Context: an optimization exercise on an open-source flow, tuned for small area, a short achievable clock period and few clock cycles per item. The choices shown serve that exercise and are no tape-out recipe.
In this exercise RTL edits were held to simulation tests only and were not proved equivalent to the original.
Power figures rest on the tool's default switching activity, not on a simulated workload.

$ cat design/flow/run.sh
#!/bin/bash
# synth_recipe.tcl (not shown) runs the flow's synth.tcl, then flattens the netlist and writes it again
# the make line also repeats each setting of config.mk as NAME=value (left out here)
make -C /OpenROAD-flow-scripts/flow DESIGN_CONFIG=/design/flow/config.mk WORK_HOME=/design/flow/orfs CLKGATE_MAP_FILE= SYNTH_SCRIPT=/design/flow/synth_recipe.tcl finish
$ cat design/flow/config.mk
export PLATFORM = sky130hd
export DESIGN_NAME = muldiv_engine
export DESIGN_NICKNAME = muldiv_engine
export VERILOG_FILES = /design/flow/design.v
export SDC_FILE = /design/flow/constraint.sdc
export NUM_CORES = 4
export LEC_CHECK = 0
export CAP_MARGIN = 20
export CORE_MARGIN = 2
export CORE_UTILIZATION = 40
export SETUP_SLACK_MARGIN = 5
export SLEW_MARGIN = 20
$ cat design/flow/constraint.sdc
create_clock -name core_clock -period 11.0 [get_ports {clock}]
set_input_delay 2.2000 -clock core_clock [delete_from_list [all_inputs] [get_ports {clock}]]
set_output_delay 2.2000 -clock core_clock [all_outputs]
set_load 0.01 [all_outputs]
$ cat design/flow/design.v
module muldiv_engine #(
  parameter int WIDTH      = 32,
  parameter int MUL_STAGES = 2
) (
  input  logic             clock,
  input  logic             reset,
  input  logic             flush,
  input  logic [WIDTH-1:0] in_src0,
  input  logic [WIDTH-1:0] in_src1,
  input  logic [1:0]       in_op,
  input  logic             in_sign,
  input  logic             in_valid,
  output logic             in_ready,
  output logic             out_valid,
  input  logic             out_ready,
  output logic [WIDTH-1:0] out_res0,
  output logic [WIDTH-1:0] out_res1,
  output logic             busy
);
  localparam logic [2:0] IDLE = 3'd0;
  localparam logic [2:0] MUL  = 3'd1;
  localparam logic [2:0] NORM = 3'd2;
  localparam logic [2:0] DIV  = 3'd3;
  localparam logic [2:0] DONE = 3'd4;
  localparam logic [1:0] OP_MUL = 2'd1;
  localparam logic [1:0] OP_DIV = 2'd2;
  logic [2:0]  state;
  logic [4:0]  cnt;      
  logic [63:0] P;        
  logic [33:0] A;        
  logic [32:0] B;        
  logic        qneg, rneg;
  logic accept;
  assign in_ready  = (state == IDLE) && !flush;
  assign accept    = in_valid && in_ready;
  assign out_valid = (state == DONE);
  assign busy      = (state != IDLE);
  assign out_res0 = (P[31:0]  ^ {32{qneg}}) + {31'd0, qneg};
  assign out_res1 = (P[63:32] ^ {32{rneg}}) + {31'd0, rneg};
  function automatic logic [5:0] bitlen(input logic [31:0] v);
    bitlen = 6'd0;
    for (int i = 0; i < 32; i++)
      if (v[i]) bitlen = i + 1;
  endfunction
  logic        nega, negb, dz, swap;
  logic [31:0] ya, yb, absa, absb, mcand, mplier;
  logic [5:0]  la, lb, lmin;
  logic [6:0]  diff;
  assign nega   = in_sign & in_src0[31];
  assign negb   = in_sign & in_src1[31];
  assign ya     = in_src0 ^ {32{nega}};
  assign yb     = in_src1 ^ {32{negb}};
  assign la     = bitlen(ya);
  assign lb     = bitlen(yb);
  assign absa   = ya + {31'd0, nega};
  assign absb   = yb + {31'd0, negb};
  assign dz     = (in_src1 == 32'd0);
  assign swap   = lb > la;
  assign lmin   = swap ? la : lb;
  assign mcand  = swap ? in_src1 : in_src0;
  assign mplier = swap ? in_src0 : in_src1;
  assign diff   = {1'b0, la} + {6'd0, nega} - {1'b0, lb};
  logic [37:0] bx;
  logic [4:0]  win;
  logic        n1, o1, t1b, n0, o0, t0b;
  logic [34:0] a35, s1, s0, pp1, pp0;
  logic [63:0] mul_next;
  assign bx  = {{4{B[32]}}, B, 1'b0};
  assign win = bx[{cnt[3:0], 2'b00} +: 5];
  assign n1  = win[4] & ~(win[3] & win[2]);
  assign o1  = win[3] ^ win[2];
  assign t1b = (win[4] & ~win[3] & ~win[2]) | (~win[4] & win[3] & win[2]);
  assign n0  = win[2] & ~(win[1] & win[0]);
  assign o0  = win[1] ^ win[0];
  assign t0b = (win[2] & ~win[1] & ~win[0]) | (~win[2] & win[1] & win[0]);
  assign a35 = {A[33], A};
  assign s1  = ({35{o1}} & a35) | ({35{t1b}} & {A, 1'b0});
  assign s0  = ({35{o0}} & a35) | ({35{t0b}} & {A, 1'b0});
  assign pp1 = s1 ^ {35{n1}};
  assign pp0 = s0 ^ {35{n0}};
  assign mul_next = {P[59:0], 1'b0, n1, 1'b0, n0}
                  + {{27{pp1[34]}}, pp1, 2'b00}
                  + {{29{pp0[34]}}, pp0};
  logic [34:0] d1, d2;
  logic        ge1, ge2;
  logic [31:0] r1, r2;
  assign d1  = {3'b000, P[63:32]} - {1'b0, A};
  assign ge1 = ~d1[34];
  assign r1  = ge1 ? d1[31:0] : P[63:32];
  assign d2  = {3'b000, r1} - {2'b00, A[33:1]};
  assign ge2 = ~d2[34];
  assign r2  = ge2 ? d2[31:0] : r1;
  always_ff @(posedge clock) begin
    if (reset) begin
      state <= IDLE;
    end else if (flush) begin
      state <= IDLE;
    end else begin
      case (state)
        IDLE: begin
          if (accept) begin
            if (in_op == OP_MUL) state <= MUL;
            else if (in_op == OP_DIV) state <= (dz || diff[6]) ? DONE : NORM;
          end
        end
        MUL:  if (cnt == 5'd0) state <= DONE;
        NORM: state <= DIV;
        DIV:  if (cnt == 5'd0) state <= DONE;
        DONE: if (out_ready) state <= IDLE;
        default: state <= IDLE;
      endcase
    end
  end
  always_ff @(posedge clock) begin
    case (state)
      IDLE: begin
        if (accept) begin
          if (in_op == OP_DIV) begin
            A    <= {2'b00, absb};
            P    <= {absa, {32{dz}}};
            cnt  <= diff[5:1];
            qneg <= (nega ^ negb) & ~dz;
            rneg <= nega;
          end else begin
            A    <= {{2{in_sign & mcand[31]}}, mcand};
            B    <= {in_sign & mplier[31], mplier};
            P    <= 64'd0;
            cnt  <= {1'b0, lmin[5:2]};
            qneg <= 1'b0;
            rneg <= 1'b0;
          end
        end
      end
      MUL: begin
        P   <= mul_next;
        cnt <= cnt - 5'd1;
      end
      NORM: begin
        A <= A << {cnt, 1'b1};
      end
      DIV: begin
        P   <= {r2, P[29:0], ge1, ge2};
        A   <= A >> 2;
        cnt <= cnt - 5'd1;
      end
      default: ;
    endcase
  end
endmodule
==> results of run 1 <==
-- placed cells by master, fill, tap and decap left out, types with 24 or more instances in the layout --
master	count
a21o_1	104
a21oi_1	231
a21oi_2	63
a22oi_1	66
a31oi_1	29
buf_12	31
buf_4	232
buf_6	47
clkbuf_16	26
clkdlybuf4s50_1	93
edfxtp_1	138
fa_1	57
ha_1	90
ha_4	50
inv_1	261
inv_2	33
mux2i_1	54
nand2_1	272
nand2b_1	34
nand3_1	60
nand4_1	44
nor2_1	201
nor2b_1	30
nor3_1	56
nor4_1	29
o21a_1	27
o21ai_0	186
o21ai_1	69
o21ai_2	34
o21bai_1	26
o221ai_1	26
o22ai_1	24
xnor2_1	226
xor2_1	78
-- worst max-delay path, delay by kind of cell (launching register included) --
kind / cells / cell delay [ns]
AO/OA/AOI/OAI: 13 / 2.49
flip-flops: 1 / 0.42
AND/OR/NAND/NOR: 2 / 0.39
multiplexers: 2 / 0.87
buffers and inverters: 6 / 0.80
XOR/XNOR: 2 / 0.40
adder cells (fa/ha/maj): 2 / 0.77
-- through the flow --
stage | total power (uW) | setup slack, ns
after floorplan | 4650 | 4.06
after CTS | 7760 | 4.64
final | 8890 | 4.58
after global routing | 9440 | 4.42
after global placement | 5910 | 2.02
after detailed placement | 5900 | 1.99
-- worst paths after layout --
kind | start | endpoint | slack [ns] | depth (start not counted)
worst max-delay path | cnt[0] | P[52] | 4.58 | 27
worst max register to register | cnt[0] | P[52] | 4.58 | 27
worst min register to register | state[0] | state[2] | 0.66 | 2
worst min-delay path | state[0] | state[2] | 0.66 | 2
-- per-layer routing --
metal	global-route usage [%]	wire, um	share of wire [%]
met2	48.9	46900	43
met3	5.61	11100	10
met5	0	0	0
met1	43.6	44000	40
met4	16.8	6750	6.2
-- power by group --
group | total [uW] | internal (uW) | switching, uW
clock | 605 | 315 | 291
combinational | 7540 | 3390 | 4150
sequential | 742 | 665 | 77.2
-- logic make-up after synthesis --
family	count (synthesis)
multiplexers	93
adder cells (fa/ha/maj)	217
flip-flops	141
AO/OA/AOI/OAI	1137
buffers and inverters	552
AND/OR/NAND/NOR	918
XOR/XNOR	325
-- final cells by class --
cell class                 count  area (um2)  share of cell area, %
timing repair buffer         477        5000                   14.8
timing repair inverter         5        57.6                  0.170
clock inverter                13         128                  0.378
clock buffer                  19         433                   1.28
multi-input combinational   2699       21700                   64.3
inverter                     302        1200                   3.54
sequential                   141        4210                   12.5
tap                          837        1050                   3.10
-- repair_timing --
action	in CTS	in global routing
endpoints found under the setup margin	153	126
pin swaps	200	191
gates cloned	31	9
buffers inserted	174	105
gates resized for setup	593	324
-- flip-flops by register name, indices dropped and copies added (netlist names) --
name   cells
cnt        5
B         33
state      3
A         34
rneg       1
qneg       1
P         64
-- Yosys cell counts (65+ instances only) --
master,count
nand2_1,307
a21oi_1,305
inv_1,299
o21ai_0,292
nor2_1,233
xnor2_1,231
clkbuf_1,217
ha_1,155
edfxtp_1,138
a21o_1,105
xor2_1,93
a22oi_1,87
nand3_1,65
nor3_1,65
==> impl_metrics.toml, run 1 <==
[clocking]
clk_pin_slew_ns = 0.07
cts_tree = "done"
hold_buffers = 0
cts_max_path_buffers = 2
cts_buffers = 17
root_buffer = "clkbuf_16"
clk_latency_ns = 0.51
clock-sinks = 141
h-tree-depth = 4

[sta]
fin_crit_sh_pct = 58.4
fmax_mhz = 156
setup_tns_ns = 0
slew_headroom_pct = 29.2
hold_slack_ns = 0.661
hold_viol = 0
slew_viol_final = 0
worst_pin_slew_ns = 1.06
clock_skew_ns = 0.0238
period_needed_ns = 6.42
rsz0062_at_grt = "true"
setup_viol = 0

[critical_path]
cp-start-kind = "register"
critPathSlowestCell = "mux4_2"
end_kind = "register"
crit_fanout = 8
cpPeakStageDelay_ns = 0.56
cp.arrival_ns = 6.63
critical_path_required_ns = 11.21
crit_type = "reg2reg"
cpMostUsedCell = "buf_6"

[synthesis]
ys_async_sr_fraction_pct = 0
ys_ff_latch = 141
yosys-top-cells-area = "edfxtp_1 17%, xnor2_1 8.1%, ha_1 7.8%"
ys_types = 88
synth_edf_count = 138
synthSimpleGateAreaFrac_pct = 17.2
syn-instance-count = 3383
ys_warn_count = 1
synthMuxAreaShare_pct = 4.45
synthXorXnorAreaFrac_pct = 11.5
synth_nets = 3672
syn_area_per_cell_um2 = 7.37
synth_compound_area_share_pct = 28.9
synth_top_area_share_pct = 16.6
synth-adder-area-share_pct = 12.8
synth_top_area_cell = "edfxtp_1"
synth_area_mm2 = 0.0249
seq_area_frac_synth_pct = 16.9
synth_top_family_by_area = "compound AO/OA/AOI/OAI gates"
synthFlopType = "edfxtp_1"

[placed_design]
dpl.hpwl_um = 72300
placedInstanceArea_mm2 = 0.0270
numPortBuffers = 138
dp_cells = 4142
gp_congestion = 0.960

[die]
die-width_um = 254
coreArea_mm2 = 0.0616
rows = 91
die_height_um = 254
initial_utilization_pct = 40.5
ios = 139
dieArea_mm2 = 0.0643

[routing]
drtIter0Drc = 3555
first_pass_iters = 10
drt_wl_total_um = 109000
drcViolationCount = 0
post_drt_wl_per_cell_um = 24.2
viasPerCell = 6.24
dr_total_vias = 28000
ant_nets = 0

[hold_path]
hold_class = "reg2reg"

[final_layout]
final-instance-count-excl-fill = 4493
design_area_mm2 = 0.0338
final_layout_size_suffix_gt1_share_pct = 25.5
syn_to_final_growth_pct = 35.5
antenna_cells = 0
fin_util_pct = 54.8
layout.nets = 3932
fill_cells = 5620

[grt]
gr-usage-all-layers_pct = 32.2
gr-total-overflow = 0
grt_max_degree = 65
grt_pass1_vias = 25300
grt_pass1_wl_um = 158000
antenna_found_initial = 1

[power]
vdd_drop_max_mv = 0.160
p_leak_uw = 0.0137
power_density_mw_per_mm2 = 263

[flow_run]
cap_violations = 0

[run_status]
outcome = "complete, no violations"
Testbench counts, summed over its fixed seeds: cycles 19,131, items 3,200.
==> run 2: changes to the inputs <==
--- a/design/flow/config.mk
+++ b/design/flow/config.mk
@@ -8,5 +8,4 @@
 export CAP_MARGIN = 20
 export CORE_MARGIN = 2
 export CORE_UTILIZATION = 40
-export SETUP_SLACK_MARGIN = 5
 export SLEW_MARGIN = 20
==> impl_metrics.toml, run 2 <==
[run_status]
outcome = "complete, no violations"

[sta]
rsz0062_at_grt = "false"
hold_viol = 0
setup_tns_ns = 0
slew_headroom_pct = 26.2
period_needed_ns = 8.46
worst_pin_slew_ns = 1.10
clock_skew_ns = 0.0201
slew_viol_final = 0
fin_crit_sh_pct = 76.9
fmax_mhz = 118
setup_viol = 0

[synthesis]
seq_area_frac_synth_pct = 16.9
ys_warn_count = 1
ys_ff_latch = 141
ys_top_cells_by_count = "307 x nand2_1, 305 x a21oi_1, 299 x inv_1"
ys_async_sr_fraction_pct = 0
synth_area_mm2 = 0.0249
yosys-top-cells-area = "edfxtp_1 17%, xnor2_1 8.1%, ha_1 7.8%"
synth_edf_count = 138
synthFlopType = "edfxtp_1"
ys_types = 88
syn_area_per_cell_um2 = 7.37
synth_top_area_cell = "edfxtp_1"
synth_most_common_cell = "nand2_1"
syn-instance-count = 3383
synth_top_area_share_pct = 16.6
synth_nets = 3672

[placed_design]
gp_congestion = 0.978
numPortBuffers = 138
dp_cells = 4144
dpl.hpwl_um = 72200

[clocking]
hold_buffers = 0
clock-sinks = 141
cts_max_path_buffers = 2
root_buffer = "clkbuf_16"
clk_latency_ns = 0.51
clk_pin_slew_ns = 0.07
post_cts_buffers = 0
cts_tree = "done"
cts-resized-gates = 0
cts_buffers = 17
h-tree-depth = 4

[hold_path]
hold_class = "reg2reg"

[final_layout]
antenna_cells = 0
final_layout_size_suffix_gt1_share_pct = 4.22
regMostFlops = "P"
layout_common_cells = "304 x nand2_1, 304 x a21oi_1, 299 x inv_1, 292 x o21ai_0, 231 x xnor2_1"
reg_top3 = "P (64), A (34), B (33)"
largest_reg_flops = 64
layout.nets = 3615
final-instance-count-excl-fill = 4176
syn_to_final_growth_pct = 9.84

[routing]
first_pass_iters = 8
viasPerCell = 6.08
ant_nets = 0
drcViolationCount = 0
post_drt_wl_per_cell_um = 22.3
top_layer = "met5"
drtIter0Drc = 2999
dr_total_vias = 25400
routedLengthMet1_um = 41400
wl_met2_um = 39600
wl_met3_um = 8480
drt_wl_total_um = 93300

[grt]
grt_pass1_wl_um = 140000
grt_max_degree = 65
gr-total-overflow = 0
gr-usage-all-layers_pct = 28.6
grt_pass1_vias = 22700
antenna_found_initial = 2

[die]
rows = 91
die_height_um = 254
initial_utilization_pct = 40.5
coreArea_mm2 = 0.0616
die-width_um = 254
dieArea_mm2 = 0.0643
ios = 139

[power]
combPwrFrac_pct = 79.3
power.switching_uw = 3610
internal_power_uw = 3000
power.share.clock_pct = 9.3
p_sw_share_pct = 54.6
power_density_mw_per_mm2 = 241
vdd_drop_max_mv = 0.129
seq_power_share_pct = 11.4
p_leak_uw = 0.0112

[critical_path]
cp.arrival_ns = 8.69
cpPeakStageDelay_ns = 0.72
critical_path_required_ns = 11.23
crit_type = "in2reg"
cp-start-kind = "input port"
cpMostUsedCell = "o21ai_0"
end_kind = "register"
critPathSlowestCell = "nand2_1"
crit_fanout = 45

[flow_run]
cap_violations = 0
-- run 2: changes by cell type in the layout (fill, tap and decap cells not counted), moves of 50 or more --
cell,change
buf_4,-197
o21ai_0,+106
a21oi_1,+73
ha_1,+65
o21ai_1,-64
a21oi_2,-63
ha_4,-50
-- run 2: final cells by class --
cell class,count,area [um2]
clock inverter,15,151
multi-input combinational,2690,18700
fill,6266,34200
timing repair buffer,174,1670
clock buffer,17,425
tap,837,1050
sequential,141,4210
inverter,302,1130
-- run 2: worst paths after layout --
kind	cells past startpoint	endpoint	start	slack, ns
max	30	A[13]	in_src1[31]	2.54
max reg2reg	25	P[61]	cnt[0]	2.62
min	2	state[2]	state[0]	0.64
min reg2reg	2	state[2]	state[0]	0.64
-- run 2: cells by family after synthesis --
| logic type | count (synthesis) | share of synthesized area (%) |
|---|---|---|
| compound gates | 1137 | 28.9 |
| simple gates | 918 | 17.2 |
| buf+inv | 552 | 8.39 |
| xor+xnor | 325 | 11.5 |
| fa+ha+maj | 217 | 12.8 |
| flops | 141 | 16.9 |
| mux | 93 | 4.45 |
-- run 2: worst max-delay path: cells and delay by family --
kind,cells,cell delay (ns)
AOI/OAI and AO/OA,19,3.71
adders and majority gates,2,0.55
buffers and inverters,3,1.13
and+or+nand+nor,6,1.09
-- run 2: per-stage QoR --
stage	area, um2	power (uW)	hold WS (ns)	setup WS, ns	util (%)
6_report	27400	6610	0.643	2.54	44.4
5_1_grt	27400	7150	0.711	2.03	44.4
4_1_cts	27400	6500	0.652	2.65	44.4
3_5_place_dp	26800	5870	0.642	2.11	43.5
3_3_place_gp	26800	5860	0.649	2.09	43.5
2_1_floorplan	24900	4550	0.577	2.66	-
-- run 2: power groups by stage --
stage / clock network [uW] / logic, uW / registers, uW
after global placement: 0 / 5090 / 765
after detailed placement: 0 / 5100 / 765
after global routing: 634 / 5760 / 761
after CTS: 617 / 5130 / 753
final: 613 / 5240 / 756
after floorplan: 0 / 3850 / 706
-- run 2: routing by layer --
metal,global-route usage (%),vias to the layer above
met2,42.8,1277
li1,-,12000
met4,11.1,4
met1,40.7,11900
met3,4.92,165
met5,0,-

==> static timing again, ports no longer ideal <==
No port has a modelled driver above. Below, the same layouts with a new extraction and two added sets of constraints. Step 1 assumes that a clkbuf_16 drives the clock port and a buf_2 every other input. Step 2 also shifts input and output timing later by t, the mid clock arrival at the registers, as if the neighbouring blocks saw the same clock. Three values: ideal ports, drivers, drivers and shift; two values: the first two.
| run | t, ns | setup WS [ns] | hold WS [ns] | worst setup path at the end | pins driven straight from the clock port |
|---|---|---|---|---|---|
| run 1 | 0.560 | 4.581 / 4.581 / 4.168 | 0.661 / 0.661 / 0.661 | input to register | 1 |
| run 2 | 0.554 | 2.539 / 2.568 / 2.014 | 0.643 / 0.643 / 0.643 | input to register | 1 |
After both steps every run listed still meets setup and hold. The setup slack of run 2, which loses most, moves by +0.029 ns with the drivers and by -0.525 ns with both steps.
